What follows belongs to an exercise in optimizing a design on an open flow for small area, a short achievable clock period and few clock cycles per item; a production flow would make more cautious choices.
Function was checked by simulation only, so behaviour that the tests miss may differ from the original.
Power is estimated from default activity; no workload was simulated.

### flow/config.mk
export PLATFORM = sky130hd
export DESIGN_NAME = miss_handler
export DESIGN_NICKNAME = miss_handler
export VERILOG_FILES = /design/flow/design.v
export SDC_FILE = /design/flow/constraint.sdc
export NUM_CORES = 4
export LEC_CHECK = 0
export CAP_MARGIN = 20
export CORE_MARGIN = 2
export CORE_UTILIZATION = 40
export SETUP_SLACK_MARGIN = 1.5
export SLEW_MARGIN = 20
### flow/constraint.sdc
create_clock -name core_clock -period 4.5 [get_ports {clk_i}]
set_input_delay 0.9000 -clock core_clock [delete_from_list [all_inputs] [get_ports {clk_i}]]
set_output_delay 0.9000 -clock core_clock [all_outputs]
set_load 0.01 [all_outputs]
### flow/design.v
package miss_pkg;
    localparam int NLINE_W    = 26;
    localparam int SET_W      = 6;
    localparam int TAG_W      = 20;
    localparam int WAY_W      = 2;
    localparam int BEATS      = 4;
    localparam int BEAT_W     = 2;
    localparam int DATA_W     = 64;
    localparam int ID_W       = 4;
    localparam int MSHR_N     = 4;
    localparam int MSHR_W     = 2;
    localparam int DATA_DEPTH = 8;
    localparam int META_DEPTH = 2;
    localparam int ALLOC_W    = NLINE_W + WAY_W + BEAT_W + 2 * ID_W + 1;
    localparam int DATA_AW    = $clog2(DATA_DEPTH);
    localparam int META_AW    = $clog2(META_DEPTH);
    typedef struct packed {
        logic [NLINE_W-1:0] nline;
        logic [WAY_W-1:0]   way;
        logic [BEAT_W-1:0]  word;
        logic [ID_W-1:0]    sid;
        logic [ID_W-1:0]    tid;
        logic               need_rsp;
    } miss_alloc_t;
    typedef struct packed {
        logic        valid;
        miss_alloc_t req;
    } mshr_entry_t;
    typedef struct packed {
        logic [NLINE_W-1:0] nline;
        logic [MSHR_W-1:0]  id;
    } mem_req_t;
    typedef struct packed {
        logic [DATA_W-1:0] data;
        logic [MSHR_W-1:0] id;
        logic              error;
        logic              last;
    } mem_resp_t;
    typedef struct packed {
        logic [MSHR_W-1:0] id;
        logic              error;
    } refill_meta_t;
    typedef struct packed {
        logic [SET_W-1:0]  set;
        logic [WAY_W-1:0]  way;
        logic [BEAT_W-1:0] beat;
        logic [DATA_W-1:0] data;
    } refill_wr_t;
    typedef struct packed {
        logic [SET_W-1:0] set;
        logic [WAY_W-1:0] way;
        logic             valid;
        logic [TAG_W-1:0] tag;
    } dir_entry_t;
    typedef struct packed {
        logic [DATA_W-1:0] data;
        logic [ID_W-1:0]   sid;
        logic [ID_W-1:0]   tid;
        logic              error;
    } core_rsp_t;
endpackage
`timescale 1ns/1ps
module miss_handler (
    input  logic                         clk_i,
    input  logic                         rst_ni,
    input  logic                         alloc_valid_i,
    input  logic [38:0]                  alloc_i,
    output logic                         alloc_ready_o,
    output logic                         mshr_full_o,
    output logic                         mem_req_valid_o,
    output logic [27:0]                  mem_req_o,
    input  logic                         mem_req_ready_i,
    input  logic                         mem_resp_valid_i,
    input  logic [67:0]                  mem_resp_i,
    output logic                         mem_resp_ready_o,
    output logic                         refill_req_o,
    input  logic                         refill_gnt_i,
    output logic                         refill_wr_valid_o,
    output logic [73:0]                  refill_wr_o,
    output logic                         dir_wr_valid_o,
    output logic [28:0]                  dir_wr_o,
    output logic                         core_rsp_valid_o,
    output logic [72:0]                  core_rsp_o,
    input  logic [miss_pkg::NLINE_W-1:0] check_nline_i,
    output logic                         check_hit_o,
    output logic                         mshr_empty_o
);
    localparam int N = miss_pkg::MSHR_N;
    miss_pkg::miss_alloc_t alloc_s;
    miss_pkg::mem_resp_t   resp_s;
    miss_pkg::refill_wr_t  wr_s;
    miss_pkg::dir_entry_t  dir_s;
    miss_pkg::core_rsp_t   rsp_s;
    assign alloc_s = alloc_i;
    assign resp_s  = mem_resp_i;
    logic [N-1:0]                  valid_q;
    logic [miss_pkg::NLINE_W-1:0]  nline_q [N];
    logic [miss_pkg::WAY_W-1:0]    way_q   [N];
    logic [miss_pkg::BEAT_W-1:0]   word_q  [N];
    logic [miss_pkg::ID_W-1:0]     sid_q   [N];
    logic [miss_pkg::ID_W-1:0]     tid_q   [N];
    logic [N-1:0]                  rsp_q;
    logic [miss_pkg::MSHR_W-1:0]   idx_q, idx_d;
    logic [N-1:0]                  valid_d;
    logic                          take, ret;
    logic [miss_pkg::MSHR_W-1:0]   rid;
    assign mshr_full_o  = &valid_q;
    assign mshr_empty_o = ~|valid_q;
    assign alloc_ready_o   = mem_req_ready_i && !mshr_full_o;
    assign mem_req_valid_o = alloc_valid_i && !mshr_full_o;
    assign mem_req_o       = {alloc_s.nline, idx_q};
    assign take            = alloc_valid_i && alloc_ready_o;
    always_comb begin
        check_hit_o = 1'b0;
        for (int i = 0; i < N; i++) begin
            if (valid_q[i] && (nline_q[i] == check_nline_i)) begin
                check_hit_o = 1'b1;
            end
        end
    end
    always_comb begin
        valid_d = valid_q;
        if (ret) begin
            valid_d[rid] = 1'b0;
        end
        if (take) begin
            valid_d[idx_q] = 1'b1;
        end
    end
    always_comb begin
        idx_d = idx_q;
        if (!(mem_req_valid_o && !mem_req_ready_i)) begin
            idx_d = '0;
            for (int i = N - 1; i >= 0; i--) begin
                if (!valid_d[i]) begin
                    idx_d = miss_pkg::MSHR_W'(i);
                end
            end
        end
    end
    always_ff @(posedge clk_i or negedge rst_ni) begin
        if (!rst_ni) begin
            valid_q <= '0;
            idx_q   <= '0;
        end else begin
            valid_q <= valid_d;
            idx_q   <= idx_d;
        end
    end
    always_ff @(posedge clk_i) begin
        for (int i = 0; i < N; i++) begin
            if (take && idx_q == miss_pkg::MSHR_W'(i)) begin
                nline_q[i] <= alloc_s.nline;
                way_q[i]   <= alloc_s.way;
                word_q[i]  <= alloc_s.word;
                sid_q[i]   <= alloc_s.sid;
                tid_q[i]   <= alloc_s.tid;
                rsp_q[i]   <= alloc_s.need_rsp;
            end
        end
    end
    logic [miss_pkg::BEAT_W-1:0] cnt_q;
    logic                        mid, fire;
    assign mid              = (cnt_q != '0);
    assign refill_req_o     = mem_resp_valid_i && !mid;
    assign mem_resp_ready_o = mid || refill_gnt_i;
    assign fire             = mem_resp_valid_i && mem_resp_ready_o;
    assign rid              = resp_s.id;
    assign ret              = fire && (cnt_q == miss_pkg::BEAT_W'(miss_pkg::BEATS - 1));
    always_ff @(posedge clk_i or negedge rst_ni) begin
        if (!rst_ni) begin
            cnt_q <= '0;
        end else if (fire) begin
            cnt_q <= cnt_q + 1'b1;
        end
    end
    assign refill_wr_valid_o = fire && !resp_s.error;
    assign wr_s.set  = nline_q[rid][miss_pkg::SET_W-1:0];
    assign wr_s.way  = way_q[rid];
    assign wr_s.beat = cnt_q;
    assign wr_s.data = resp_s.data;
    assign refill_wr_o = wr_s;
    assign dir_wr_valid_o = ret;
    assign dir_s.set   = nline_q[rid][miss_pkg::SET_W-1:0];
    assign dir_s.way   = way_q[rid];
    assign dir_s.valid = !resp_s.error;
    assign dir_s.tag   = nline_q[rid][miss_pkg::NLINE_W-1 -: miss_pkg::TAG_W];
    assign dir_wr_o    = dir_s;
    assign core_rsp_valid_o = fire && rsp_q[rid] && (cnt_q == word_q[rid]);
    assign rsp_s.data  = resp_s.data;
    assign rsp_s.sid   = sid_q[rid];
    assign rsp_s.tid   = tid_q[rid];
    assign rsp_s.error = resp_s.error;
    assign core_rsp_o  = rsp_s;
endmodule
### flow/run.sh
#!/bin/bash
# synth_recipe.tcl (not shown) runs the flow's synth.tcl, then flattens the netlist and writes it again
# the make line also repeats each setting of config.mk as NAME=value (left out here)
make -C /OpenROAD-flow-scripts/flow DESIGN_CONFIG=/design/flow/config.mk WORK_HOME=/design/flow/orfs CLKGATE_MAP_FILE= SYNTH_SCRIPT=/design/flow/synth_recipe.tcl finish
==> flow_summary.toml, run 1 <==
[clock_tree]
tritoncts = "done"
cts-root-buf = "clkbuf_16"
clk_pin_slew_ns = 0.06
cts_sinks = 164
insertion_delay_ns = 0.42
h-tree-depth = 4
cts_buffer_depth = 2
cts_made_buffers = 17

[synthesis]
ys_seq_area_share_pct = 57.3
ys_warn_count = 6
postSynthAreaPerCell_um2 = 14.8
syn_area_um2 = 8530
synth_area_leader_cell = "edfxtp_1"
yosysTopAreaCellShare_pct = 54.9
syn-num-nets = 718
synth_edf_count = 156
yosysMostFrequentCell = "buf_4"
synthDistinctLibCells = 28
async_flop_share_pct = 4.88
synthTopCellsByArea = "edfxtp_1 55%, buf_4 15%, mux4_2 10%"
ys_ff_latch = 164
synthFlopType = "edfxtp_1"
synth_common_cells = "168 x buf_4, 156 x edfxtp_1, 63 x xnor2_1"
synth_cells = 577

[critical_path]
worst_path_most_repeated_cell = "nand4_1"
crit_fanout = 4
critical_path_arrival_ns = 2.15
cp_cell_sequence = "buf_2 -> xnor2_2 -> nand4_1 -> nor4_2 -> nand4_1 -> nand4_1 -> buf_2"
critPathKind = "primary input to output pin"
crit_path_start_kind = "primary input"
cp_num_buf_inv = 2
max_stage_delay_ns = 0.29
worstSetupEndpointType = "output pin"
crit_slowest_cell = "nor4_2"
required_ns = 3.60
cpLargestDelayFamily = "simple AND/OR/NAND/NOR gates"

[placement]
dpl.hpwl_mm = 17.5
routabilityCongestion = 0.846
port_buffers = 159
preCtsSetupSlack_ns = 0.460
dp_cells = 836

[sta]
rsz0062_at_grt = "true"
fmax_ghz = 0.328
clock_skew_ns = 0.00449
tightest_slew_ns = 0.671
slew_headroom_pct = 55.3
fin_crit_ns = 3.05
slew_violations = 0
finalHoldViolCount = 0
period_share_pct = 67.8
tns_ns = 0
timing.final.ws_setup_ns = 1.45
setup_violations = 0

[global_route]
grt_pass1_wl_mm = 32.6
grt_start_max_net_pins = 41
grt_busiest_layer = "met2"
met3_usage_pct = 9.45
grtUsageMet2_pct = 35.7
track_usage_pct = 20.9
grt_overflow = 0
grt_pass1_vias = 4808
use_met1_pct = 23.6
antenna_found_initial = 0

[cells_and_area]
fin_util_pct = 48.9
multi_input_area_um2 = 2710
diodes = 0
nNetsFinal = 732
fillers = 1844
fin_cells = 879
drive_gt1_share_pct = 29.3
regArea_um2 = 4880
layout-area-overhead-vs-synth_pct = 20.0

[run]
maxCapViolCount = 0

[detailed_routing]
ant_nets = 0
viasPerCell = 5.29
dr.pass1.iters = 5
wl_per_cell_um = 27.0
via_count = 4652
dr.first_iter.drc_count = 351
routed_wl_mm = 23.7
drc = 0

[power_and_ir_drop]
vdd_ir_drop_max_uv = 208
p_int_mw = 3.02
power_frac_seq_pct = 47.5
power.leakage_nw = 3.64
p_total_mw = 4.21
pwr-share-comb_pct = 21.6
p_clk_share_pct = 31.0
swShare_pct = 28.2
power.density_nw_per_um2 = 411
p_sw_mw = 1.19

[status]
run_status = "timing/DRC/antenna clean"

[min_path]
hold_class = "register to register"

[floorplan]
initial_core_util_pct = 40.7
die_w_um = 150
die_y_um = 150
dieArea_um2 = 22500
rows = 53
io_pins = 353
core_area_um2 = 21000
sequential cells by signal, summed over array words and instances (netlist names):
register,flops
sid_q,16
rsp_q,4
valid_q,4
cnt_q,2
idx_q,2
word_q,8
nline_q,104
way_q,8
tid_q,16
cells by family after synthesis:
family	share of synthesized area, %
multiplexers	10.4
AND/OR/NAND/NOR	4.25
flip-flops	57.3
XOR/XNOR	11.0
buffers and inverters	15.9
adder cells (fa/ha/maj)	0.293
AO/OA/AOI/OAI	0.895
worst register-to-register path, cell delays in order, from the launching register on:
cell,delay [ns]
dfrtp_1,0.43
nand4_1,0.23
inv_2,0.11
nor3_1,0.35
and2_2,0.20
buf_4,0.52
per-stage QoR:
stage / hold slack (ns) / area [um^2]
2_1_floorplan: 0.544 / 8560
3_3_place_gp: 0.519 / 9240
3_5_place_dp: 0.567 / 9240
4_1_cts: 0.576 / 10100
5_1_grt: 0.588 / 10200
6_report: 0.568 / 10200
power by group through the flow:
stage / clock, mW / combinational (mW) / sequential [mW]
after floorplan: 0 / 0.579 / 1.99
after global placement: 0 / 0.885 / 2.01
after detailed placement: 0 / 0.885 / 2.02
after CTS: 1.33 / 0.891 / 1.99
after global routing: 1.39 / 0.974 / 2.01
final: 1.30 / 0.907 / 2.00
repair_timing:
action	CTS	global route
resized for setup	161	104
hold buffers	0	0
setup buffers	6	1
cloned	3	1
endpoints found under the setup margin	52	24
pin swaps	25	27
area by class of cell:
class	instances	area share, %
sequential	164	47.7
timing repair buffer	177	16.9
tap	275	3.36
multi-input combinational	221	26.5
inverter	10	0.366
clock inverter	14	1.00
clock buffer	18	4.19
placed cells by master, fill, tap and decap left out, types with 6 or more instances in the layout:
cell type	synthesis	final
clkdlybuf4s50_1	0	73
dlygate4sd2_1	0	47
nand4_1	24	24
xnor2_2	0	38
clkbuf_2	0	9
xnor2_1	63	22
clkbuf_16	0	18
nor4_2	0	6
xor2_1	44	44
buf_2	4	11
buf_4	168	15
mux4_2	39	39
inv_1	6	6
dlymetal6s2s_1	0	7
dfrtp_1	8	8
edfxtp_1	156	156
nor4_1	14	7
final timing paths:
kind / depth (start not counted) / to / startpoint / slack [ns]
min in group asynchronous: 1 / cnt_q[0] / rst_ni / 0.77
hold / removal: 1 / cnt_q[0] / cnt_q[0] / 0.57
setup / recovery: 7 / check_hit_o / check_nline_i[10] / 1.45
hold reg to reg: 1 / cnt_q[0] / cnt_q[0] / 0.57
setup reg to reg: 5 / nline_q[1][17] / valid_q[1] / 2.26
max in group asynchronous: 1 / idx_q[1] / rst_ni / 3.44
layer usage:
metal | up-vias | routed length, um
met5 | - | 46
met4 | 2 | 386
met3 | 34 | 2920
met2 | 348 | 12100
met1 | 2277 | 8290
li1 | 1991 | -
Testbench counts, summed over its fixed seeds: cycles 9,977, items 2,400.
==> inputs of run 2 (changes only) <==
--- a/flow/config.mk
+++ b/flow/config.mk
@@ -8,5 +8,5 @@
 export CAP_MARGIN = 20
 export CORE_MARGIN = 2
 export CORE_UTILIZATION = 40
-export SETUP_SLACK_MARGIN = 1.5
+export SETUP_SLACK_MARGIN = 2.0
 export SLEW_MARGIN = 20
==> run 2 against run 1 <==
Compared with the run above: final area is 5.4% higher; highest routed layer unchanged; critical path depth stayed put; largest power group unchanged; hold slack improved by 0.042 ns; flip-flop and latch count unchanged; routed wire length up 5.7%; combinational power grew about 20%; die area unchanged.
==> flow_summary.toml, run 2 <==
[status]
run_status = "timing/DRC/antenna clean"

[detailed_routing]
dr.first_iter.drc_count = 332
wl_met1_mm = 9.19
ant_nets = 0
maxUsedRoutingLayer = "met5"
routed-wl-met3_mm = 3.04
drc = 0
viasPerCell = 5.32
via_count = 4788
wl_met2_mm = 12.4
wl_per_cell_um = 27.9
routed_wl_mm = 25.1
dr.pass1.iters = 4

[synthesis]
async_flop_share_pct = 4.88
ys_ff_latch = 164
synthFlopType = "edfxtp_1"
postSynthAreaPerCell_um2 = 14.8
synth_edf_count = 156
synthTopCellsByArea = "edfxtp_1 55%, buf_4 15%, mux4_2 10%"
synth_common_cells = "168 x buf_4, 156 x edfxtp_1, 63 x xnor2_1"
synth_compound_area_share_pct = 0.895
yosysTopAreaCellShare_pct = 54.9
syn-num-nets = 718
synth_mux_area_share_pct = 10.4
ys_warn_count = 6
ys_seq_area_share_pct = 57.3
synth_cells = 577
yosysMostFrequentCell = "buf_4"
synth_top_family_by_area = "buffers and inverters"
synth-simple-area-share_pct = 4.25
synth-xor-area-share_pct = 11.0
synth_area_leader_cell = "edfxtp_1"
synth_adder_area_share_pct = 0.293
synthDistinctLibCells = 28
syn_area_um2 = 8530

[sta]
finalHoldViolCount = 0
clock_skew_ns = 0.00641
setup_violations = 0
rsz0062_at_grt = "true"
period_share_pct = 66.5
fin_crit_ns = 2.99
tns_ns = 0
slew_violations = 0
tightest_slew_ns = 0.798
slew_headroom_pct = 46.7
fmax_ghz = 0.334

[clock_tree]
cts_made_buffers = 17
tritoncts = "done"
cts_sinks = 164
cts_buffer_depth = 2
cts-root-buf = "clkbuf_16"
clk_pin_slew_ns = 0.06
cts_hold_buf = 0
insertion_delay_ns = 0.41
h-tree-depth = 4

[cells_and_area]
layout_common_cells = "156 x edfxtp_1, 54 x buf_6, 45 x dlygate4sd2_1, 44 x xor2_1, 39 x mux4_2"
diodes = 0
drive_gt1_share_pct = 44.8
layout-area-overhead-vs-synth_pct = 26.5
final_common_cell = "edfxtp_1"
largest_register_ffs = 104
nNetsFinal = 753
postLayoutCellArea_um2 = 10800
regMostFlops = "nline_q"
largestRegisters = "nline_q x104, sid_q x16, tid_q x16"

[floorplan]
io_pins = 353
die_w_um = 150
die_y_um = 150
dieArea_um2 = 22500
core_area_um2 = 21000
rows = 53
initial_core_util_pct = 40.7

[run]
maxCapViolCount = 0

[critical_path]
critical_path_arrival_ns = 2.09
crit_slowest_cell = "nor4_2"
crit_fanout = 4
cpLargestDelayFamily = "simple AND/OR/NAND/NOR gates"
max_stage_delay_ns = 0.34
worstSetupEndpointType = "output pin"
reg2reg_setup_slack_ns = 2.21
cp_cell_sequence = "buf_12 -> xnor2_4 -> nand4_1 -> nor4_2 -> nand4_1 -> nand4_1 -> buf_2"
required_ns = 3.60
worst_path_most_repeated_cell = "nand4_1"
r2r-end = "nline_q[2][11]"
crit_path_start_kind = "primary input"
cp_num_buf_inv = 2
critPathKind = "primary input to output pin"
worstReg2RegStart = "valid_q[2]"
reg2reg_depth = 6

[placement]
port_buffers = 159
place_area_um2 = 9320
dpl.hpwl_mm = 18.5
routabilityCongestion = 0.801

[power_and_ir_drop]
p_total_mw = 4.58
power.leakage_nw = 3.92
power.density_nw_per_um2 = 424
vdd_ir_drop_max_uv = 313

[min_path]
hold_class = "register to register"
hold_path_end = "cnt_q[0]"
hold_path_startpoint = "cnt_q[0]"
hold_depth = 2

[global_route]
track_usage_pct = 22.1
grt_start_max_net_pins = 40
grt_pass1_wl_mm = 34.6
grt_overflow = 0
antenna_found_initial = 1
grt_pass1_vias = 5006
[run 2: cell counts after synthesis]
Identical to the previous run, type by type.
[run 2: worst max-delay path by stage]
stage,endpoint,start,cells past startpoint,slack [ns]
floorplan,idx_q[1],alloc_valid_i,4,1.55
global placement,check_hit_o,check_nline_i[24],7,0.49
detailed placement,check_hit_o,check_nline_i[24],7,0.49
CTS,check_hit_o,check_nline_i[24],7,1.52
global route,check_hit_o,check_nline_i[5],7,1.42
finish,check_hit_o,check_nline_i[24],7,1.51
[run 2: stage by stage]
stage,instances,hold slack [ns],worst slack (ns),utilization (%)
2_1_floorplan,577,0.545,1.55,-
3_3_place_gp,840,0.532,0.493,44.5
3_5_place_dp,840,0.543,0.489,44.5
4_1_cts,894,0.587,1.52,50.5
5_1_grt,900,0.626,1.42,51.5
6_report,900,0.610,1.51,51.5
[run 2: cell type report]
class / count / area, um^2
inverter: 10 / 37.5
tap: 275 / 344
sequential: 164 / 4890
timing repair buffer: 198 / 2080
clock buffer: 18 / 429
clock inverter: 14 / 176
multi-input combinational: 221 / 2840
fill: 1775 / 10200
[run 2: routing by layer]
metal  vias up  GRT usage, %
met5         -          3.18
met4         6          5.05
met3        22          10.3
met2       342          36.6
met1      2403          26.0
li1       2015             -
[run 2: report_power, final]
| group | switching [mW] | internal, mW | leakage, nW |
|---|---|---|---|
| sequential | 0.129 | 1.87 | 1.50 |
| clock | 0.601 | 0.882 | 0.287 |
| combinational | 0.531 | 0.561 | 2.13 |
| total | 1.26 | 3.32 | 3.92 |
[run 2: cells by family after synthesis]
kind of cell    after synthesis
flops                       164
fa+ha+maj                     2
compound gates                9
mux                          40
simple gates                 63
xor+xnor                    107
buf+inv                     192
[run 2: timing repair]
action,4_1_cts,5_1_grt
gates cloned,3,0
endpoints found under the setup margin,166,51
hold endpoints to repair,0,0
gates resized for setup,554,47
pin swaps,44,12
setup buffers,19,6
[run 2: worst register-to-register path: cells and delay by family (launching register included)]
kind | cells | cell delay (ns)
buffers and inverters | 3 | 0.64
DFF | 1 | 0.43
and+or+nand+nor | 3 | 0.92
==> inputs of run 3 (changes only) <==
--- a/flow/config.mk
+++ b/flow/config.mk
@@ -8,5 +8,5 @@
 export CAP_MARGIN = 20
 export CORE_MARGIN = 2
 export CORE_UTILIZATION = 40
-export SETUP_SLACK_MARGIN = 2.0
+export SETUP_SLACK_MARGIN = 1.0
 export SLEW_MARGIN = 20
==> run 3 against run 2 <==
Compared with the run above: die area stayed put; final area is 7.0% lower; flip-flop and latch count did not move; highest routed layer is now met4.
==> flow_summary.toml, run 3 <==
[sta]
rsz0062_at_grt = "false"
slew_violations = 0
fmax_ghz = 0.297
slew_headroom_pct = 55.2
tns_ns = 0
clock_skew_ns = 0.00749
period_share_pct = 74.8
finalHoldViolCount = 0
fin_crit_ns = 3.37
tightest_slew_ns = 0.673
setup_violations = 0

[global_route]
antenna_found_initial = 2
grt_pass1_wl_mm = 32.4
grt_overflow = 0
grt_pass1_vias = 4826
grt_start_max_net_pins = 41
track_usage_pct = 20.6

[critical_path]
critical_path_arrival_ns = 2.47
worstSetupEndpointType = "output pin"
crit_path_start_kind = "primary input"
reg2reg_depth = 6
required_ns = 3.60
critPathLaunch = "check_nline_i[3]"
worstReg2RegStart = "valid_q[3]"
crit_fanout = 4
r2r-end = "idx_q[1]"
critPathCapture = "check_hit_o"
critPathKind = "primary input to output pin"
reg2reg_setup_slack_ns = 2.30

[detailed_routing]
drc = 0
ant_nets = 0
via_count = 4563
dr.pass1.iters = 4
dr.first_iter.drc_count = 273
viasPerCell = 5.24
wl_per_cell_um = 26.5
routed_wl_mm = 23.1

[floorplan]
io_pins = 353
die_w_um = 150
die_y_um = 150
rows = 53
initial_core_util_pct = 40.7
dieArea_um2 = 22500
core_area_um2 = 21000

[cells_and_area]
largestRegisters = "nline_q x104, sid_q x16, tid_q x16"
layout-area-overhead-vs-synth_pct = 17.7
largest_register_ffs = 104
regMostFlops = "nline_q"
drive_gt1_share_pct = 18.5
nNetsFinal = 722
layout_common_cells = "156 x edfxtp_1, 129 x clkdlybuf4s50_1, 48 x xnor2_1, 44 x xor2_1, 39 x mux4_2"
final_common_cell = "edfxtp_1"
fin_util_pct = 47.9
fin_cells = 870

[power_and_ir_drop]
vdd_ir_drop_max_uv = 238
power.leakage_nw = 3.36
power.density_nw_per_um2 = 437

[synthesis]
ys_ff_latch = 164
yosysTopAreaCellShare_pct = 54.9
syn_area_um2 = 8530
async_flop_share_pct = 4.88
syn-num-nets = 718
synthFlopType = "edfxtp_1"
synth_edf_count = 156
synthDistinctLibCells = 28
postSynthAreaPerCell_um2 = 14.8
synth_area_leader_cell = "edfxtp_1"
ys_seq_area_share_pct = 57.3
synthTopCellsByArea = "edfxtp_1 55%, buf_4 15%, mux4_2 10%"
synth_cells = 577
synth_common_cells = "168 x buf_4, 156 x edfxtp_1, 63 x xnor2_1"
ys_warn_count = 6
yosysMostFrequentCell = "buf_4"

[placement]
dp_cells = 836
port_buffers = 159
dpl.hpwl_mm = 17.3
routabilityCongestion = 0.864

[clock_tree]
h-tree-depth = 4
postCtsSetupBuffers = 0
clk_pin_slew_ns = 0.06
cts-root-buf = "clkbuf_16"
tritoncts = "done"
insertion_delay_ns = 0.42
cts_buffer_depth = 2
cts_sinks = 164
cts_made_buffers = 17

[run]
maxCapViolCount = 0

[status]
run_status = "timing/DRC/antenna clean"

[min_path]
hold_depth = 1
hold_class = "register to register"
run 3: where the power goes:
part / leakage, nW / total, mW / switching [mW] / internal (mW)
Sequential: 1.51 / 1.99 / 0.123 / 1.87
Combinational: 1.56 / 0.897 / 0.453 / 0.444
Clock: 0.292 / 1.50 / 0.571 / 0.925
Total: 3.36 / 4.38 / 1.15 / 3.24
run 3: cell type report:
class / count / area [um^2]
antenna: 2 / 5.00
clock buffer: 18 / 429
clock inverter: 13 / 183
fill: 1845 / 10900
inverter: 10 / 37.5
multi-input combinational: 221 / 2470
sequential: 164 / 4880
tap: 275 / 344
timing repair buffer: 167 / 1690
run 3: worst min-delay path by stage:
stage	end	startpoint	slack, ns
2_1_floorplan	valid_q[0]	valid_q[0]	0.54
3_3_place_gp	cnt_q[0]	cnt_q[0]	0.51
3_5_place_dp	cnt_q[0]	cnt_q[0]	0.54
4_1_cts	cnt_q[0]	cnt_q[0]	0.55
5_1_grt	cnt_q[0]	cnt_q[0]	0.58
6_report	cnt_q[0]	cnt_q[0]	0.55
run 3: timing repair:
action,CTS,global route
pin swaps,3,0
gates cloned,1,0
hold buffers,0,0
setup endpoints to repair,36,1
resized for setup,57,1
run 3: critical path, stage by stage:
cell	delay [ns]
dlygate4sd2_1	0.33
xnor2_2	0.28
nand4_1	0.16
nor4_2	0.24
nand4_1	0.11
nand4_1	0.15
dlygate4sd2_1	0.28
run 3: logic make-up after synthesis:
kind of cell | count (synthesis) | synth area share (%)
buf+inv | 192 | 15.9
flops | 164 | 57.3
xor+xnor | 107 | 11.0
simple gates | 63 | 4.25
mux | 40 | 10.4
compound gates | 9 | 0.895
fa+ha+maj | 2 | 0.293
run 3: stage by stage:
| step | hold slack, ns | area [um^2] | setup WS (ns) | power, mW |
|---|---|---|---|---|
| after global placement | 0.513 | 9250 | 0.451 | 2.90 |
| after floorplan | 0.544 | 8550 | 1.15 | 2.57 |
| after detailed placement | 0.542 | 9250 | 0.475 | 2.91 |
| after CTS | 0.552 | 10000 | 1.04 | 4.42 |
| final | 0.548 | 10000 | 1.13 | 4.38 |
| after global routing | 0.583 | 10000 | 1.00 | 4.56 |
run 3: per-layer routing:
metal	vias up	track usage (%)	part of all wire, %
li1	1960	-	-
met1	2263	23.7	36
met2	321	34.3	50
met3	19	10.6	13
met4	0	4.43	0.86
met5	-	0	0
==> inputs of run 4 (changes only) <==
--- a/flow/config.mk
+++ b/flow/config.mk
@@ -5,8 +5,9 @@
 export SDC_FILE = /design/flow/constraint.sdc
 export NUM_CORES = 4
 export LEC_CHECK = 0
+export ABC_CLOCK_PERIOD_IN_PS = 2000
 export CAP_MARGIN = 20
 export CORE_MARGIN = 2
 export CORE_UTILIZATION = 40
-export SETUP_SLACK_MARGIN = 1.0
+export SETUP_SLACK_MARGIN = 1.5
 export SLEW_MARGIN = 20
==> run 4 against run 3 <==
Compared with the run above: still clean; hold slack better by 0.020 ns; clock skew down 0.0030 ns; register-to-register slack worse by 0.04 ns; flip-flop and latch count unchanged; via count up 2.0%; routed wire length up 2.9%; sequential power about the same; critical path type unchanged; largest power group unchanged.
==> flow_summary.toml, run 4 <==
[status]
run_status = "timing/DRC/antenna clean"

[critical_path]
worstReg2RegStart = "valid_q[1]"
critPathKind = "primary input to output pin"
reg2reg_setup_slack_ns = 2.26
r2r-end = "nline_q[1][17]"
crit_fanout = 4
crit_path_start_kind = "primary input"
required_ns = 3.60
worstSetupEndpointType = "output pin"
critical_path_arrival_ns = 2.15
reg2reg_depth = 5

[clock_tree]
cts_hold_buf = 0
cts_buffer_depth = 2
cts-root-buf = "clkbuf_16"
tritoncts = "done"
insertion_delay_ns = 0.42
clk_pin_slew_ns = 0.06
cts_sinks = 164
cts_made_buffers = 17
h-tree-depth = 4

[synthesis]
ys_ff_latch = 164
ys_warn_count = 6
synthDistinctLibCells = 28
syn-num-nets = 718
synthTopCellsByArea = "edfxtp_1 55%, buf_4 15%, mux4_2 10%"
yosysTopAreaCellShare_pct = 54.9
synth_common_cells = "168 x buf_4, 156 x edfxtp_1, 63 x xnor2_1"
async_flop_share_pct = 4.88
synth_area_leader_cell = "edfxtp_1"
synth_edf_count = 156
postSynthAreaPerCell_um2 = 14.8
ys_seq_area_share_pct = 57.3
synthFlopType = "edfxtp_1"
syn_area_um2 = 8530
yosysMostFrequentCell = "buf_4"
synth_cells = 577

[sta]
fmax_ghz = 0.328
clock_skew_ns = 0.00449
rsz0062_at_grt = "true"
tns_ns = 0
slew_violations = 0
timing.final.ws_setup_ns = 1.45
finalHoldViolCount = 0
tightest_slew_ns = 0.671
period_share_pct = 67.8
setup_violations = 0
fin_crit_ns = 3.05
slew_headroom_pct = 55.3

[cells_and_area]
regArea_um2 = 4880
fin_cells = 879
diodes = 0
largest_register_ffs = 104
regMostFlops = "nline_q"
final_common_cell = "edfxtp_1"
layout_common_cells = "156 x edfxtp_1, 73 x clkdlybuf4s50_1, 47 x dlygate4sd2_1, 44 x xor2_1, 39 x mux4_2"
nNetsFinal = 732
multi_input_area_um2 = 2710
drive_gt1_share_pct = 29.3
layout-area-overhead-vs-synth_pct = 20.0
fillers = 1844
largestRegisters = "nline_q x104, sid_q x16, tid_q x16"

[global_route]
grt_overflow = 0
antenna_found_initial = 0
grt_pass1_vias = 4808
grt_pass1_wl_mm = 32.6
track_usage_pct = 20.9
grt_start_max_net_pins = 41

[detailed_routing]
ant_nets = 0
wl_per_cell_um = 27.0
routed_wl_mm = 23.7
dr.pass1.iters = 5
drc = 0
dr.first_iter.drc_count = 351
viasPerCell = 5.29
via_count = 4652

[min_path]
hold_depth = 1
hold_class = "register to register"
hold_path_end = "cnt_q[0]"
hold_path_startpoint = "cnt_q[0]"

[floorplan]
die_w_um = 150
io_pins = 353
rows = 53
initial_core_util_pct = 40.7
core_area_um2 = 21000
die_y_um = 150
dieArea_um2 = 22500

[power_and_ir_drop]
power.density_nw_per_um2 = 411
power.leakage_nw = 3.64
vdd_ir_drop_max_uv = 208

[placement]
routabilityCongestion = 0.846
dp_cells = 836
dpl.hpwl_mm = 17.5
preCtsSetupSlack_ns = 0.460
port_buffers = 159

[run]
maxCapViolCount = 0
run 4: cell counts after synthesis:
No cell type changed its count.
run 4: worst max-delay path by stage:
stage                      endpoint  cells after the start  slack, ns              start
detailed placement      check_hit_o                      7       0.46  check_nline_i[13]
floorplan           refill_wr_o[67]                      5       1.46      mem_resp_i[2]
global placement        check_hit_o                      7       0.47   check_nline_i[9]
CTS                     check_hit_o                      7       1.32  check_nline_i[13]
finish                  check_hit_o                      7       1.45  check_nline_i[10]
global route            check_hit_o                      7       1.36   check_nline_i[3]
run 4: cell families after synthesis:
group / Yosys count / synth area share, %
simple gates: 63 / 4.25
compound gates: 9 / 0.895
fa+ha+maj: 2 / 0.293
xor+xnor: 107 / 11.0
flops: 164 / 57.3
mux: 40 / 10.4
buf+inv: 192 / 15.9
run 4: power breakdown:
group          leakage, nW  total (mW)  internal, mW  switching [mW]
clock network        0.257        1.30         0.709           0.593
logic                 1.88       0.907         0.441           0.466
registers             1.51        2.00          1.87           0.129
total                 3.64        4.21          3.02            1.19
run 4: metal layers:
metal / track usage (%) / vias up / part of all wire [%]
met5: 1.36 / - / 0.19
met4: 5.66 / 2 / 1.6
met3: 9.45 / 34 / 12
met2: 35.7 / 348 / 51
met1: 23.6 / 2277 / 35
li1: - / 1991 / -
run 4: area by class of cell:
type	instances	area share, %
Multi-Input combinational cell	221	26.5
Clock buffer	18	4.19
Sequential cell	164	47.7
Tap cell	275	3.36
Clock inverter	14	1.00
Inverter	10	0.366
Timing Repair Buffer	177	16.9
run 4: worst max-delay path, stage by stage:
cell and delay [ns]:
buf_2 0.16, xnor2_2 0.22, nand4_1 0.14, nor4_2 0.29
nand4_1 0.12, nand4_1 0.15, buf_2 0.15
run 4: timing repair:
item | CTS | global route
gates cloned | 3 | 1
endpoints found under the setup margin | 52 | 24
pin swaps | 25 | 27
gates resized for setup | 161 | 104
buffers inserted | 6 | 1
run 4: metrics by stage:
step	cell area (um^2)	hold WS, ns	power (mW)	utilization [%]
6_report	10200	0.568	4.21	48.9
5_1_grt	10200	0.588	4.38	48.9
4_1_cts	10100	0.576	4.21	48.1
3_5_place_dp	9240	0.567	2.90	44.1
3_3_place_gp	9240	0.519	2.89	44.1
2_1_floorplan	8560	0.544	2.57	-
==> inputs of run 5 (changes only) <==
--- a/flow/config.mk
+++ b/flow/config.mk
@@ -5,9 +5,8 @@
 export SDC_FILE = /design/flow/constraint.sdc
 export NUM_CORES = 4
 export LEC_CHECK = 0
-export ABC_CLOCK_PERIOD_IN_PS = 2000
 export CAP_MARGIN = 20
 export CORE_MARGIN = 2
-export CORE_UTILIZATION = 40
+export CORE_UTILIZATION = 60
 export SETUP_SLACK_MARGIN = 1.5
 export SLEW_MARGIN = 20
==> run 5 against run 4 <==
Compared with the run above: routed wire length fell by 1.5%; non-clock buffer count fell by 3; synthesized area did not move; clock skew barely moved; highest routed layer unchanged; synthesized cell count did not move; hold slack improved by 0.011 ns; register-to-register slack improved by 0.05 ns; largest cell class unchanged; still clean on timing, DRC and antenna; via count rose by 2.9%.
==> flow_summary.toml, run 5 <==
[critical_path]
worst_path_most_repeated_cell = "nand4_1"
worstReg2RegStart = "valid_q[1]"
crit_path_start_kind = "primary input"
worstSetupEndpointType = "output pin"
critical_path_arrival_ns = 2.16
required_ns = 3.60
crit_slowest_cell = "nor4_2"
reg2reg_depth = 6
crit_fanout = 4
critPathCapture = "check_hit_o"
critPathLaunch = "check_nline_i[7]"
critPathKind = "primary input to output pin"
max_stage_delay_ns = 0.29
cp_cell_sequence = "buf_2 -> xnor2_2 -> nand4_1 -> nor4_2 -> nand4_1 -> nand4_1 -> buf_2"
reg2reg_setup_slack_ns = 2.31
r2r-end = "idx_q[1]"

[clock_tree]
tritoncts = "done"
cts_sinks = 164
cts_made_buffers = 17
clk_pin_slew_ns = 0.06
cts_buffer_depth = 2
insertion_delay_ns = 0.42
cts_hold_buf = 0
cts-root-buf = "clkbuf_16"
h-tree-depth = 4

[min_path]
hold_class = "register to register"
hold_depth = 1

[cells_and_area]
layout_common_cells = "156 x edfxtp_1, 78 x clkdlybuf4s50_1, 45 x dlygate4sd2_1, 44 x xor2_1, 39 x mux4_2"
largestRegisters = "nline_q x104, sid_q x16, tid_q x16"
largest_register_ffs = 104
layout-area-overhead-vs-synth_pct = 19.3
postLayoutCellArea_um2 = 10200
fillers = 897
final_common_cell = "edfxtp_1"
drive_gt1_share_pct = 29.8
fin_cells = 781
fin_util_pct = 73.3
regMostFlops = "nline_q"
nNetsFinal = 729
diodes = 0

[sta]
fmax_ghz = 0.326
setup_violations = 0
period_share_pct = 68.1
tightest_slew_ns = 0.668
tns_ns = 0
finalHoldViolCount = 0
fin_crit_ns = 3.06
slew_violations = 0
clock_skew_ns = 0.00431
rsz0062_at_grt = "true"
fin_hold_ws_ns = 0.579
slew_headroom_pct = 55.5
timing.final.ws_setup_ns = 1.44

[power_and_ir_drop]
power.density_nw_per_um2 = 433
p_sw_mw = 1.21
p_clk_share_pct = 34.2
p_total_mw = 4.41
power.leakage_nw = 3.64
pwr-share-comb_pct = 20.4
p_int_mw = 3.20
vdd_ir_drop_max_uv = 376
swShare_pct = 27.5
power_frac_seq_pct = 45.5

[synthesis]
synth_cells = 577
synthTopCellsByArea = "edfxtp_1 55%, buf_4 15%, mux4_2 10%"
ys_warn_count = 6
syn-num-nets = 718
synth_area_leader_cell = "edfxtp_1"
yosysMostFrequentCell = "buf_4"
postSynthAreaPerCell_um2 = 14.8
ys_ff_latch = 164
async_flop_share_pct = 4.88
synth_compound_area_share_pct = 0.895
synth_edf_count = 156
synthDistinctLibCells = 28
synth_common_cells = "168 x buf_4, 156 x edfxtp_1, 63 x xnor2_1"
synth-simple-area-share_pct = 4.25
ys_seq_area_share_pct = 57.3
synth_top_family_by_area = "buffers and inverters"
synth_adder_area_share_pct = 0.293
syn_area_um2 = 8530
synth_mux_area_share_pct = 10.4
synth-xor-area-share_pct = 11.0
yosysTopAreaCellShare_pct = 54.9
synthFlopType = "edfxtp_1"

[detailed_routing]
dr.first_iter.drc_count = 487
routed_wl_mm = 23.4
drc = 0
ant_nets = 0
viasPerCell = 6.13
via_count = 4788
wl_per_cell_um = 29.9
dr.pass1.iters = 6

[global_route]
track_usage_pct = 30.8
grt_pass1_wl_mm = 31.8
grt_start_max_net_pins = 41
antenna_found_initial = 0
grt_pass1_vias = 4756
grt_overflow = 0

[placement]
dpl.hpwl_mm = 16.9
dp_cells = 742
place_area_um2 = 9120
preCtsSetupSlack_ns = 0.509
routabilityCongestion = 0.897
port_buffers = 159

[floorplan]
io_pins = 353
die_y_um = 123
initial_core_util_pct = 61.5
rows = 43
dieArea_um2 = 15200
core_area_um2 = 13900
die_w_um = 123

[run]
maxCapViolCount = 0

[status]
run_status = "timing/DRC/antenna clean"
run 5: cell count changes in the layout (fill, tap and decap cells not counted), moves of 3 or more:
| cell | previous run | this run |
|---|---|---|
| clkdlybuf4s50_1 | 73 | 78 |
| buf_4 | 15 | 11 |
| clkbuf_4 | 0 | 4 |
| dlymetal6s2s_1 | 7 | 3 |
| bufinv_16 | 0 | 3 |
| inv_8 | 0 | 3 |
run 5: metal layers:
metal | vias to the layer above | share of wire (%) | GRT usage, % | wire length, um
li1 | 1980 | - | - | -
met1 | 2392 | 35 | 37.4 | 8290
met2 | 390 | 48 | 47.0 | 11100
met3 | 22 | 16 | 19.3 | 3660
met4 | 4 | 0.87 | 5.82 | 204
met5 | - | 0.39 | 4.51 | 92
run 5: what timing repair did:
item / CTS / global route
pin swaps: 13 / 36
endpoints found under the setup margin: 51 / 10
gates resized for setup: 154 / 108
endpoints found under the hold margin: 0 / 0
setup buffers: 2 / 3
gates cloned: 1 / 1
run 5: cells by family (layout without fill, tap and decap cells):
group | Yosys count | after routing
buffers and inverters | 192 | 216
muxes | 40 | 40
xor gates and xnor gates | 107 | 107
and+or+nand+nor | 63 | 63
adders and majority gates | 2 | 2
AOI/OAI and AO/OA | 9 | 9
DFF | 164 | 164
run 5: critical path, delay by kind of cell:
kind	cells	cell delay (ns)
buffers and inverters	2	0.31
xor gates and xnor gates	1	0.25
and+or+nand+nor	4	0.70
run 5: worst min path at each step:
stage	start	slack, ns	end
6_report	cnt_q[0]	0.58	cnt_q[0]
5_1_grt	cnt_q[0]	0.62	cnt_q[0]
4_1_cts	cnt_q[0]	0.58	cnt_q[0]
3_5_place_dp	cnt_q[0]	0.56	cnt_q[0]
3_3_place_gp	cnt_q[0]	0.55	cnt_q[0]
2_1_floorplan	valid_q[0]	0.54	valid_q[0]
run 5: final cells by class:
| cell class | count | area (um^2) | area share, % |
|---|---|---|---|
| Sequential cell | 164 | 4880 | 48.0 |
| Multi-Input combinational cell | 221 | 2750 | 27.1 |
| Timing Repair Buffer | 174 | 1660 | 16.3 |
| Clock buffer | 17 | 425 | 4.18 |
| Tap cell | 180 | 225 | 2.21 |
| Clock inverter | 15 | 195 | 1.92 |
| Inverter | 10 | 37.5 | 0.369 |
run 5: power groups by stage:
| stage | sequential [mW] | combinational [mW] | clock, mW |
|---|---|---|---|
| CTS | 1.99 | 0.869 | 1.52 |
| finish | 2.00 | 0.898 | 1.51 |
| detailed placement | 2.02 | 0.870 | 0 |
| floorplan | 1.99 | 0.579 | 0 |
| global route | 2.02 | 0.958 | 1.59 |
| global placement | 2.01 | 0.872 | 0 |
==> inputs of run 6 (changes only) <==
--- a/flow/config.mk
+++ b/flow/config.mk
@@ -7,6 +7,5 @@
 export LEC_CHECK = 0
 export CAP_MARGIN = 20
 export CORE_MARGIN = 2
-export CORE_UTILIZATION = 60
-export SETUP_SLACK_MARGIN = 1.5
+export CORE_UTILIZATION = 40
 export SLEW_MARGIN = 20
==> run 6 against run 5 <==
Compared with the run above: still clean on timing, DRC and antenna; synthesized area unchanged; first-iteration DRC count decreased by 47%; via count decreased by 4.3%; synthesized cell count unchanged; sequential power about the same; flip-flop and latch count unchanged; clock power decreased by 11%; routed wire length increased by 0.21%; fmax decreased by 24%; utilization decreased by 27 points; critical path depth unchanged; critical endpoint unchanged.
==> flow_summary.toml, run 6 <==
[status]
run_status = "timing/DRC/antenna clean"

[detailed_routing]
viasPerCell = 5.26
routed_wl_mm = 23.4
dr.pass1.iters = 5
wl_per_cell_um = 26.9
ant_nets = 0
drc = 0
via_count = 4580
dr.first_iter.drc_count = 258

[clock_tree]
cts-root-buf = "clkbuf_16"
cts_hold_buf = 0
tritoncts = "done"
cts_sinks = 164
cts_buffer_depth = 2
h-tree-depth = 4
cts_made_buffers = 17
cts_repair_resize_count = 0
insertion_delay_ns = 0.43
clk_pin_slew_ns = 0.06
postCtsSetupBuffers = 0

[global_route]
grt_pass1_vias = 4783
grt_pass1_wl_mm = 32.4
grt_start_max_net_pins = 41
track_usage_pct = 20.7
grt_overflow = 0
antenna_found_initial = 0

[critical_path]
worstReg2RegStart = "valid_q[3]"
cpLargestDelayFamily = "buffers and inverters"
reg2reg_setup_slack_ns = 2.20
crit_slowest_cell = "clkdlybuf4s50_1"
cp_num_buf_inv = 2
r2r-end = "nline_q[1][22]"
max_stage_delay_ns = 0.56
critPathKind = "primary input to output pin"
reg2reg_depth = 5
crit_fanout = 4
critPathLaunch = "check_nline_i[5]"
critical_path_arrival_ns = 3.13
cp_num_cells = 7
cp_cell_sequence = "clkdlybuf4s50_1 -> xnor2_1 -> nand4_1 -> nor4_1 -> nand4_1 -> nand4_1 -> clkdlybuf4s50_1"
worstSetupEndpointType = "output pin"
required_ns = 3.60
worst_path_most_repeated_cell = "nand4_1"
crit_path_start_kind = "primary input"
critPathCapture = "check_hit_o"

[sta]
fmax_ghz = 0.248
rsz0062_at_grt = "false"
tns_ns = 0
slew_headroom_pct = 55.3
tightest_slew_ns = 0.671
fin_crit_ns = 4.03
clock_skew_ns = 0.00758
setup_violations = 0
period_share_pct = 89.6
finalHoldViolCount = 0
slew_violations = 0

[synthesis]
ys_ff_latch = 164
synthDistinctLibCells = 28
synthFlopType = "edfxtp_1"
yosysTopAreaCellShare_pct = 54.9
ys_warn_count = 6
ys_seq_area_share_pct = 57.3
synthTopCellsByArea = "edfxtp_1 55%, buf_4 15%, mux4_2 10%"
synth_common_cells = "168 x buf_4, 156 x edfxtp_1, 63 x xnor2_1"
synth_edf_count = 156
syn_area_um2 = 8530
yosysMostFrequentCell = "buf_4"
postSynthAreaPerCell_um2 = 14.8
synth_area_leader_cell = "edfxtp_1"
syn-num-nets = 718
async_flop_share_pct = 4.88
synth_cells = 577

[cells_and_area]
regMostFlops = "nline_q"
fin_util_pct = 46.7
multi_input_area_um2 = 2320
drive_gt1_share_pct = 15.3
largestRegisters = "nline_q x104, sid_q x16, tid_q x16"
diodes = 0
largest_register_ffs = 104
final_common_cell = "clkdlybuf4s50_1"
layout_common_cells = "157 x clkdlybuf4s50_1, 156 x edfxtp_1, 63 x xnor2_1, 44 x xor2_1, 39 x mux4_2"
layout-area-overhead-vs-synth_pct = 14.7
fillers = 1865
regArea_um2 = 4880
nNetsFinal = 723

[floorplan]
rows = 53
die_y_um = 150
core_area_um2 = 21000
initial_core_util_pct = 40.7
dieArea_um2 = 22500
die_w_um = 150
io_pins = 353

[power_and_ir_drop]
vdd_ir_drop_max_uv = 258
power.density_nw_per_um2 = 430
power.leakage_nw = 3.16
p_total_mw = 4.21

[min_path]
hold_class = "register to register"
hold_path_startpoint = "cnt_q[0]"

[placement]
port_buffers = 159
dpl.hpwl_mm = 18.2
routabilityCongestion = 0.845

[run]
maxCapViolCount = 0
==> run 6: cell counts after synthesis <==
No cell type changed its count.
==> run 6: worst min-delay path by stage <==
| stage | slack, ns | endpoint | cells past startpoint |
|---|---|---|---|
| 3_5_place_dp | 0.55 | cnt_q[0] | 1 |
| 3_3_place_gp | 0.53 | cnt_q[0] | 1 |
| 4_1_cts | 0.56 | cnt_q[0] | 1 |
| 6_report | 0.56 | cnt_q[0] | 1 |
| 2_1_floorplan | 0.54 | valid_q[0] | 2 |
| 5_1_grt | 0.59 | cnt_q[0] | 1 |
==> run 6: cell type report <==
cell class                 instances  area share, %
clock buffer                      19           4.42
multi-input combinational        221           23.7
timing repair buffer             168           16.8
tap                              275           3.52
sequential                       164           49.9
clock inverter                    13           1.20
inverter                          10          0.383
==> run 6: worst register-to-register path, cell delays in order (launching register included) <==
cell and delay, ns:
dfrtp_1 0.44, nand4_1 0.20, inv_2 0.12, nor3_1 0.30
and2_2 0.59, buf_4 0.35
==> run 6: cell families after synthesis <==
group,Yosys count,synth area share (%)
buf+inv,192,15.9
flops,164,57.3
xor+xnor,107,11.0
simple gates,63,4.25
mux,40,10.4
compound gates,9,0.895
fa+ha+maj,2,0.293
==> run 6: metrics by stage <==
stage                     cells  area [um^2]  hold WS (ns)  worst slack (ns)
after floorplan             577         8540         0.544             0.620
after global placement      838         9240         0.527             0.456
after detailed placement    838         9240         0.545             0.469
after CTS                   870         9790         0.563             0.465
after global routing        870         9790         0.585             0.373
final                       870         9790         0.557             0.467
==> run 6: power by group <==
group          switching [mW]  internal [mW]  total [mW]
clock network           0.617          0.725        1.34
registers               0.117           1.87        1.98
logic                   0.448          0.433       0.881
==> run 6: routing by layer <==
layer	GRT usage (%)	vias to the layer above	part of all wire, %
li1	-	1964	-
met1	23.7	2257	36
met2	34.4	326	50
met3	10.6	31	13
met4	4.95	2	1.4
met5	2.27	-	0.28
==> inputs of run 7 (changes only) <==
==> flow/flow/run.sh (new file) <==
#!/bin/bash
# Standard layout, with the port buffers made from plain buffers instead of
# the delay cells ORFS picks for sky130hd, and delay cells kept out of repair.
set -euo pipefail
cat >> config.mk <<'MK'
export BUFFER_PORTS_ARGS = -buffer_cell sky130_fd_sc_hd__buf_2
export DONT_USE_CELLS = sky130_fd_sc_hd__clkdlybuf4s15_1 sky130_fd_sc_hd__clkdlybuf4s15_2 sky130_fd_sc_hd__clkdlybuf4s18_1 sky130_fd_sc_hd__clkdlybuf4s18_2 sky130_fd_sc_hd__clkdlybuf4s25_1 sky130_fd_sc_hd__clkdlybuf4s25_2 sky130_fd_sc_hd__clkdlybuf4s50_1 sky130_fd_sc_hd__clkdlybuf4s50_2 sky130_fd_sc_hd__dlygate4sd1_1 sky130_fd_sc_hd__dlygate4sd2_1 sky130_fd_sc_hd__dlygate4sd3_1 sky130_fd_sc_hd__dlymetal6s2s_1 sky130_fd_sc_hd__dlymetal6s4s_1 sky130_fd_sc_hd__dlymetal6s6s_1
MK
bash standard.sh > standard.log 2>&1
==> flow/standard.sh (new file) <==
#!/bin/bash
# synth_recipe.tcl (not shown) runs the flow's synth.tcl, then flattens the netlist and writes it again
# the make line also repeats each setting of config.mk as NAME=value (left out here)
make -C /OpenROAD-flow-scripts/flow DESIGN_CONFIG=/design/flow/config.mk WORK_HOME=/design/flow/orfs CLKGATE_MAP_FILE= SYNTH_SCRIPT=/design/flow/synth_recipe.tcl "${@:-finish}"
--- a/flow/config.mk
+++ b/flow/config.mk
@@ -8,4 +8,7 @@
 export CAP_MARGIN = 20
 export CORE_MARGIN = 2
 export CORE_UTILIZATION = 40
+export SETUP_SLACK_MARGIN = 1.5
 export SLEW_MARGIN = 20
+export BUFFER_PORTS_ARGS = -buffer_cell sky130_fd_sc_hd__buf_2
+export DONT_USE_CELLS = sky130_fd_sc_hd__clkdlybuf4s15_1 sky130_fd_sc_hd__clkdlybuf4s15_2 sky130_fd_sc_hd__clkdlybuf4s18_1 sky130_fd_sc_hd__clkdlybuf4s18_2 sky130_fd_sc_hd__clkdlybuf4s25_1 sky130_fd_sc_hd__clkdlybuf4s25_2 sky130_fd_sc_hd__clkdlybuf4s50_1 sky130_fd_sc_hd__clkdlybuf4s50_2 sky130_fd_sc_hd__dlygate4sd1_1 sky130_fd_sc_hd__dlygate4sd2_1 sky130_fd_sc_hd__dlygate4sd3_1 sky130_fd_sc_hd__dlymetal6s2s_1 sky130_fd_sc_hd__dlymetal6s4s_1 sky130_fd_sc_hd__dlymetal6s6s_1
removed: flow/run.sh
==> run 7 against run 6 <==
Compared with the run above: total power shrank 2.0%; largest power group unchanged; final area shrank 3.8%; cell count grew 0.11%; register-to-register slack lost 0.25 ns; highest routed layer unchanged; synthesized cell count is the same; clock power is essentially flat; synthesized area is the same; clock-buffer cell count shrank 2; critical path type unchanged; critical path depth is the same; hold slack lost 0.25 ns; utilization shrank 1.8 points; routed wire length shrank 1.5%.
==> flow_summary.toml, run 7 <==
[cells_and_area]
drive_gt1_share_pct = 47.1
layout-area-overhead-vs-synth_pct = 10.4
fin_util_pct = 44.9
largestRegisters = "nline_q x104, sid_q x16, tid_q x16"
postLayoutCellArea_um2 = 9420
final_common_cell = "edfxtp_1"
largest_register_ffs = 104
regMostFlops = "nline_q"
layout_common_cells = "156 x edfxtp_1, 149 x buf_2, 44 x xor2_1, 39 x mux4_2, 37 x xnor2_1"
nNetsFinal = 723

[placement]
dpl.hpwl_mm = 17.6
port_buffers = 159
routabilityCongestion = 0.809
place_area_um2 = 8440

[synthesis]
ys_seq_area_share_pct = 57.3
postSynthAreaPerCell_um2 = 14.8
synth_edf_count = 156
ys_ff_latch = 164
synth_area_leader_cell = "edfxtp_1"
syn_area_um2 = 8530
yosysMostFrequentCell = "buf_4"
syn-num-nets = 718
synth_common_cells = "168 x buf_4, 156 x edfxtp_1, 63 x xnor2_1"
synthDistinctLibCells = 28
async_flop_share_pct = 4.88
synthTopCellsByArea = "edfxtp_1 55%, buf_4 15%, mux4_2 10%"
synth_cells = 577
synthFlopType = "edfxtp_1"
yosysTopAreaCellShare_pct = 54.9
ys_warn_count = 6

[sta]
finalHoldViolCount = 0
clock_skew_ns = 0.00839
slew_headroom_pct = 44.6
period_share_pct = 67.5
setup_violations = 0
tightest_slew_ns = 0.831
rsz0062_at_grt = "true"
slew_violations = 0
fin_crit_ns = 3.04
fmax_ghz = 0.329
tns_ns = 0

[power_and_ir_drop]
swShare_pct = 29.0
p_sw_mw = 1.20
vdd_ir_drop_max_uv = 280
power.leakage_nw = 3.38
p_int_mw = 2.93
pwr-share-comb_pct = 19.3
p_total_mw = 4.12
power.density_nw_per_um2 = 438
power_frac_seq_pct = 48.3
p_clk_share_pct = 32.4

[global_route]
grt_busiest_layer = "met2"
track_usage_pct = 20.7
antenna_found_initial = 3
grtUsageMet2_pct = 34.9
met3_usage_pct = 11.4
grt_overflow = 0
grt_start_max_net_pins = 41
grt_pass1_vias = 4765
grt_pass1_wl_mm = 32.4
use_met1_pct = 22.2

[run]
maxCapViolCount = 0

[detailed_routing]
drc = 0
dr.pass1.iters = 6
routed_wl_mm = 23.1
dr.first_iter.drc_count = 289
ant_nets = 0
via_count = 4598
viasPerCell = 5.28
wl_per_cell_um = 26.5

[floorplan]
rows = 53
initial_core_util_pct = 40.7
die_y_um = 150
die_w_um = 150
io_pins = 353
core_area_um2 = 21000
dieArea_um2 = 22500

[critical_path]
crit_path_start_kind = "primary input"
worstSetupEndpointType = "output pin"
crit_fanout = 4
max_stage_delay_ns = 0.32
cp_cell_sequence = "buf_6 -> xnor2_2 -> nand4_1 -> nor4_2 -> nand4_1 -> nand4_1 -> buf_2"
critPathKind = "primary input to output pin"
reg2reg_depth = 5
required_ns = 3.60
worst_path_most_repeated_cell = "nand4_1"
crit_slowest_cell = "nor4_2"
critical_path_arrival_ns = 2.14

[clock_tree]
insertion_delay_ns = 0.43
cts_made_buffers = 17
cts-root-buf = "clkbuf_16"
cts_buffer_depth = 2
h-tree-depth = 4
cts_sinks = 164
tritoncts = "done"
clk_pin_slew_ns = 0.07
cts_hold_buf = 0

[min_path]
hold_class = "primary input to async pin"

[status]
run_status = "timing/DRC/antenna clean"
## run 7: cell counts after synthesis
No cell type changed its count.
## run 7: worst paths after layout
| kind | start | endpoint | slack (ns) |
|---|---|---|---|
| max reg2reg | valid_q[1] | nline_q[1][3] | 1.95 |
| min reg2reg | cnt_q[0] | cnt_q[0] | 0.57 |
| min in group core_clock | cnt_q[0] | cnt_q[0] | 0.57 |
| max | check_nline_i[0] | check_hit_o | 1.46 |
| max in group asynchronous | rst_ni | valid_q[2] | 4.02 |
| min | rst_ni | cnt_q[0] | 0.30 |
## run 7: power by group through the flow
| stage | registers, mW | clock network (mW) | logic [mW] |
|---|---|---|---|
| detailed placement | 2.02 | 0 | 0.761 |
| finish | 1.99 | 1.34 | 0.794 |
| CTS | 1.99 | 1.37 | 0.806 |
| global route | 2.01 | 1.42 | 0.860 |
| floorplan | 1.99 | 0 | 0.579 |
| global placement | 2.00 | 0 | 0.754 |
## run 7: worst max-delay path, delay by kind of cell
kind / cells / cell delay, ns
buf+inv: 2 / 0.28
xor+xnor: 1 / 0.17
simple gates: 4 / 0.79
## run 7: timing repair
| action | CTS | global route |
|---|---|---|
| buffers inserted | 3 | 0 |
| pin swaps | 22 | 1 |
| resized for setup | 60 | 7 |
| endpoints found under the setup margin | 46 | 3 |
| endpoints found under the hold margin | 0 | 0 |
## run 7: routing by layer
metal / wire length, um / vias to the layer above
met1: 7780 / 2245
met3: 3020 / 37
li1: - / 1970
met5: 67 / -
met2: 11800 / 340
met4: 420 / 6
## run 7: area by class of cell
class	instances	area, um^2
timing repair buffer	168	983
sequential	164	4880
tap	275	344
clock buffer	17	425
clock inverter	15	123
multi-input combinational	221	2620
inverter	10	37.5
fill	1910	11500
antenna	1	2.50
## run 7: metrics by stage
stage / instances / setup WS (ns) / hold WS [ns]
after detailed placement: 835 / 0.905 / 0.560
after global placement: 835 / 0.914 / 0.507
final: 871 / 1.46 / 0.303
after CTS: 870 / 1.48 / 0.280
after floorplan: 577 / 1.46 / 0.544
after global routing: 870 / 1.41 / 0.297
## run 7: cell families after synthesis
logic type | Yosys count | synth area share, %
buffers and inverters | 192 | 15.9
DFF | 164 | 57.3
xor gates and xnor gates | 107 | 11.0
and+or+nand+nor | 63 | 4.25
muxes | 40 | 10.4
AOI/OAI and AO/OA | 9 | 0.895
adders and majority gates | 2 | 0.293
==> inputs of run 8 (changes only) <==
--- a/flow/flow/run.sh
+++ b/flow/flow/run.sh
@@ -5,5 +5,6 @@
 cat >> config.mk <<'MK'
 export BUFFER_PORTS_ARGS = -buffer_cell sky130_fd_sc_hd__buf_2
 export DONT_USE_CELLS = sky130_fd_sc_hd__clkdlybuf4s15_1 sky130_fd_sc_hd__clkdlybuf4s15_2 sky130_fd_sc_hd__clkdlybuf4s18_1 sky130_fd_sc_hd__clkdlybuf4s18_2 sky130_fd_sc_hd__clkdlybuf4s25_1 sky130_fd_sc_hd__clkdlybuf4s25_2 sky130_fd_sc_hd__clkdlybuf4s50_1 sky130_fd_sc_hd__clkdlybuf4s50_2 sky130_fd_sc_hd__dlygate4sd1_1 sky130_fd_sc_hd__dlygate4sd2_1 sky130_fd_sc_hd__dlygate4sd3_1 sky130_fd_sc_hd__dlymetal6s2s_1 sky130_fd_sc_hd__dlymetal6s4s_1 sky130_fd_sc_hd__dlymetal6s6s_1
+export RECOVER_POWER = 100
 MK
 bash standard.sh > standard.log 2>&1
--- a/flow/config.mk
+++ b/flow/config.mk
@@ -8,7 +8,9 @@
 export CAP_MARGIN = 20
 export CORE_MARGIN = 2
 export CORE_UTILIZATION = 40
+export CTS_BUF_LIST = sky130_fd_sc_hd__clkbuf_8
 export SETUP_SLACK_MARGIN = 1.5
 export SLEW_MARGIN = 20
 export BUFFER_PORTS_ARGS = -buffer_cell sky130_fd_sc_hd__buf_2
 export DONT_USE_CELLS = sky130_fd_sc_hd__clkdlybuf4s15_1 sky130_fd_sc_hd__clkdlybuf4s15_2 sky130_fd_sc_hd__clkdlybuf4s18_1 sky130_fd_sc_hd__clkdlybuf4s18_2 sky130_fd_sc_hd__clkdlybuf4s25_1 sky130_fd_sc_hd__clkdlybuf4s25_2 sky130_fd_sc_hd__clkdlybuf4s50_1 sky130_fd_sc_hd__clkdlybuf4s50_2 sky130_fd_sc_hd__dlygate4sd1_1 sky130_fd_sc_hd__dlygate4sd2_1 sky130_fd_sc_hd__dlygate4sd3_1 sky130_fd_sc_hd__dlymetal6s2s_1 sky130_fd_sc_hd__dlymetal6s4s_1 sky130_fd_sc_hd__dlymetal6s6s_1
+export RECOVER_POWER = 100
==> run 8 against run 7 <==
Compared with the run above: the layout now fails its checks (max-capacitance violations, max-slew violations); register-to-register slack lost 0.88 ns; largest cell class unchanged; non-clock buffer count grew 2; via count is essentially flat.
==> flow_summary.toml, run 8 <==
[detailed_routing]
routed_wl_mm = 23.1
via_count = 4599
dr.pass1.iters = 4
drc = 0
viasPerCell = 5.27
dr.first_iter.drc_count = 269
wl_per_cell_um = 26.5
ant_nets = 0

[synthesis]
synth_common_cells = "168 x buf_4, 156 x edfxtp_1, 63 x xnor2_1"
ys_seq_area_share_pct = 57.3
syn-num-nets = 718
synth_cells = 577
yosysMostFrequentCell = "buf_4"
synthTopCellsByArea = "edfxtp_1 55%, buf_4 15%, mux4_2 10%"
synthFlopType = "edfxtp_1"
synthDistinctLibCells = 28
postSynthAreaPerCell_um2 = 14.8
async_flop_share_pct = 4.88
synth_edf_count = 156
synth_area_leader_cell = "edfxtp_1"
yosysTopAreaCellShare_pct = 54.9
ys_ff_latch = 164
syn_area_um2 = 8530
ys_warn_count = 6

[critical_path]
cp_cell_sequence = "buf_16 -> clkbuf_1 -> mux4_2 -> buf_2"
worstReg2RegStart = "valid_q[1]"
required_ns = 3.60
crit_slowest_cell = "clkbuf_1"
crit_path_start_kind = "primary input"
critical_path_arrival_ns = 2.67
r2r-end = "tid_q[2][3]"
worstSetupEndpointType = "output pin"
reg2reg_setup_slack_ns = 1.07
reg2reg_depth = 4
critPathKind = "primary input to output pin"
crit_fanout = 12
max_stage_delay_ns = 0.82

[floorplan]
initial_core_util_pct = 40.7
die_y_um = 150
io_pins = 353
rows = 53
core_area_um2 = 21000
dieArea_um2 = 22500
die_w_um = 150

[power_and_ir_drop]
pwr-share-comb_pct = 20.3
p_clk_share_pct = 26.1
swShare_pct = 30.8
p_sw_mw = 1.14
power.density_nw_per_um2 = 410
p_int_mw = 2.56
vdd_ir_drop_max_uv = 300
power.leakage_nw = 2.93
power_frac_seq_pct = 53.7

[clock_tree]
cts-root-buf = "clkbuf_8"
insertion_delay_ns = 0.46
cts_buffer_depth = 2
clk_pin_slew_ns = 0.10
h-tree-depth = 4
cts_made_buffers = 17
tritoncts = "done"
cts_hold_buf = 0
cts_sinks = 164

[placement]
port_buffers = 159
preCtsSetupSlack_ns = 0.905
routabilityCongestion = 0.809
dpl.hpwl_mm = 17.6

[cells_and_area]
nNetsFinal = 725
layout-area-overhead-vs-synth_pct = 5.78
largestRegisters = "nline_q x104, sid_q x16, tid_q x16"
largest_register_ffs = 104
drive_gt1_share_pct = 25.5
final_common_cell = "edfxtp_1"
layout_common_cells = "156 x edfxtp_1, 121 x clkbuf_1, 44 x xor2_1, 40 x xnor2_1, 39 x mux4_2"
fillers = 1995
fin_util_pct = 43.1
regMostFlops = "nline_q"

[status]
run_status = "failed layout checks"
so.violations = "max-capacitance violations, max-slew violations"

[sta]
slew_violations = 40
period_share_pct = 79.3
finalHoldViolCount = 0
tns_ns = 0
fin_crit_ns = 3.57
rsz0062_at_grt = "true"
tightest_slew_ns = 2.79
timing.final.ws_setup_ns = 0.931
clock_skew_ns = 0.0146
slew_headroom_pct = -86.2
fmax_ghz = 0.280
setup_violations = 0

[global_route]
track_usage_pct = 20.6
grt_pass1_wl_mm = 32.4
grt_pass1_vias = 4766
grt_overflow = 0
antenna_found_initial = 3
grt_start_max_net_pins = 41

[run]
maxCapViolCount = 1

[min_path]
hold_class = "primary input to async pin"
## run 8: cell counts after synthesis
No cell type changed its count.
## run 8: kinds of logic (layout without fill, tap and decap cells)
kind of cell    after synthesis  count (layout)  share of synthesized area [%]
buf+inv                     192             212                           15.9
flops                       164             164                           57.3
xor+xnor                    107             107                           11.0
simple gates                 63              63                           4.25
mux                          40              40                           10.4
compound gates                9               9                          0.895
fa+ha+maj                     2               2                          0.293
other cells                   0               1                              0
## run 8: layer usage
layer  vias to the layer above  track usage, %  part of all wire (%)
li1                       1967               -                     -
met1                      2278            22.5                    35
met2                       317            34.7                    51
met3                        31            11.1                    12
met4                         6            5.99                   1.5
met5                         -            1.36                  0.29
## run 8: final cells by class
type / count / area (um^2) / share of cell area (%)
inverters: 10 / 37.5 / 0.416
clock buffers: 17 / 234 / 2.59
flip-flops and latches: 164 / 4880 / 54.1
diodes: 1 / 2.50 / 0.0277
clock inverters: 15 / 123 / 1.36
well taps: 275 / 344 / 3.81
multi-input cells: 221 / 2560 / 28.3
repair buffers: 170 / 843 / 9.34
## run 8: power by group through the flow
stage	logic, mW	registers [mW]	clock network, mW
4_1_cts	0.811	1.99	0.997
2_1_floorplan	0.579	1.99	0
5_1_grt	0.816	2.01	1.05
3_5_place_dp	0.761	2.02	0
6_report	0.750	1.99	0.965
3_3_place_gp	0.754	2.00	0
## run 8: per-stage QoR
| stage | total power [mW] | std cells | area [um^2] | hold WS, ns |
|---|---|---|---|---|
| floorplan | 2.57 | 577 | 8560 | 0.544 |
| global placement | 2.76 | 835 | 8440 | 0.507 |
| detailed placement | 2.78 | 835 | 8440 | 0.560 |
| CTS | 3.80 | 872 | 9220 | 0.227 |
| global route | 3.87 | 872 | 9020 | 0.346 |
| finish | 3.70 | 873 | 9020 | 0.343 |
## run 8: worst max path at each step
stage / end / cells past startpoint / startpoint / slack [ns]
CTS: check_hit_o / 7 / check_nline_i[9] / 1.48
detailed placement: dir_wr_o[12] / 4 / mem_resp_i[2] / 0.91
global placement: dir_wr_o[23] / 4 / mem_resp_i[2] / 0.91
finish: dir_wr_o[12] / 4 / mem_resp_i[2] / 0.93
floorplan: refill_wr_o[67] / 5 / mem_resp_i[2] / 1.46
global route: dir_wr_o[9] / 4 / mem_resp_i[2] / 0.75
## run 8: worst max-delay path: cells and delay by family
kind	cells	cell delay (ns)
buf+inv	3	1.09
mux	1	0.66
## run 8: what timing repair did
action | in CTS | in global routing
endpoints found under the hold margin | 0 | 0
resized for setup | 62 | 3
setup buffers | 4 | 0
setup endpoints to repair | 46 | 3
pin swaps | 22 | 0
gates cloned | 1 | 0

==> port drivers added, routing unchanged <==
In the flow no input, the clock included, has a driving cell. The finished layouts below were timed again as built, in two steps. Step 1 (the two cells are an assumption about what drives the block):
set clk [get_ports {clk_i}]
set_driving_cell -lib_cell sky130_fd_sc_hd__clkbuf_16 $clk
set_driving_cell -lib_cell sky130_fd_sc_hd__buf_2 [delete_from_list [all_inputs] $clk]
Step 2 times the ports against the registers' clock, not the clock port: input delays grow and output delays shrink by t, the midpoint of the rising clock arrivals with the driver on. Slacks: no drivers / after step 1 / after step 2; pairs: no drivers / after step 1.
run	t (ns)	setup slack, ns	clock arrival spread, ns	worst register clock-pin slew, ns	cell pins on the clock port's net
run 1	0.462	1.451 / 1.406 / 1.406	0.007 / 0.007	0.06 / 0.06	1
run 2	0.449	1.509 / 1.438 / 1.438	0.007 / 0.007	0.06 / 0.06	1
run 3	0.455	1.134 / 1.057 / 1.057	0.009 / 0.009	0.06 / 0.06	1
run 4	0.462	1.451 / 1.406 / 1.406	0.007 / 0.007	0.06 / 0.06	1
run 5	0.463	1.437 / 1.412 / 1.412	0.008 / 0.007	0.07 / 0.07	1
run 6	0.462	0.467 / 0.443 / 0.443	0.009 / 0.009	0.07 / 0.07	1
run 7	0.470	1.462 / 1.411 / 1.411	0.012 / 0.012	0.07 / 0.07	1
run 8	0.494	0.931 / 0.832 / 0.705	0.015 / 0.016	0.10 / 0.10	1
For run 8, which loses most, drivers alone change the setup slack by -0.099 ns; drivers and shift together by -0.226 ns.
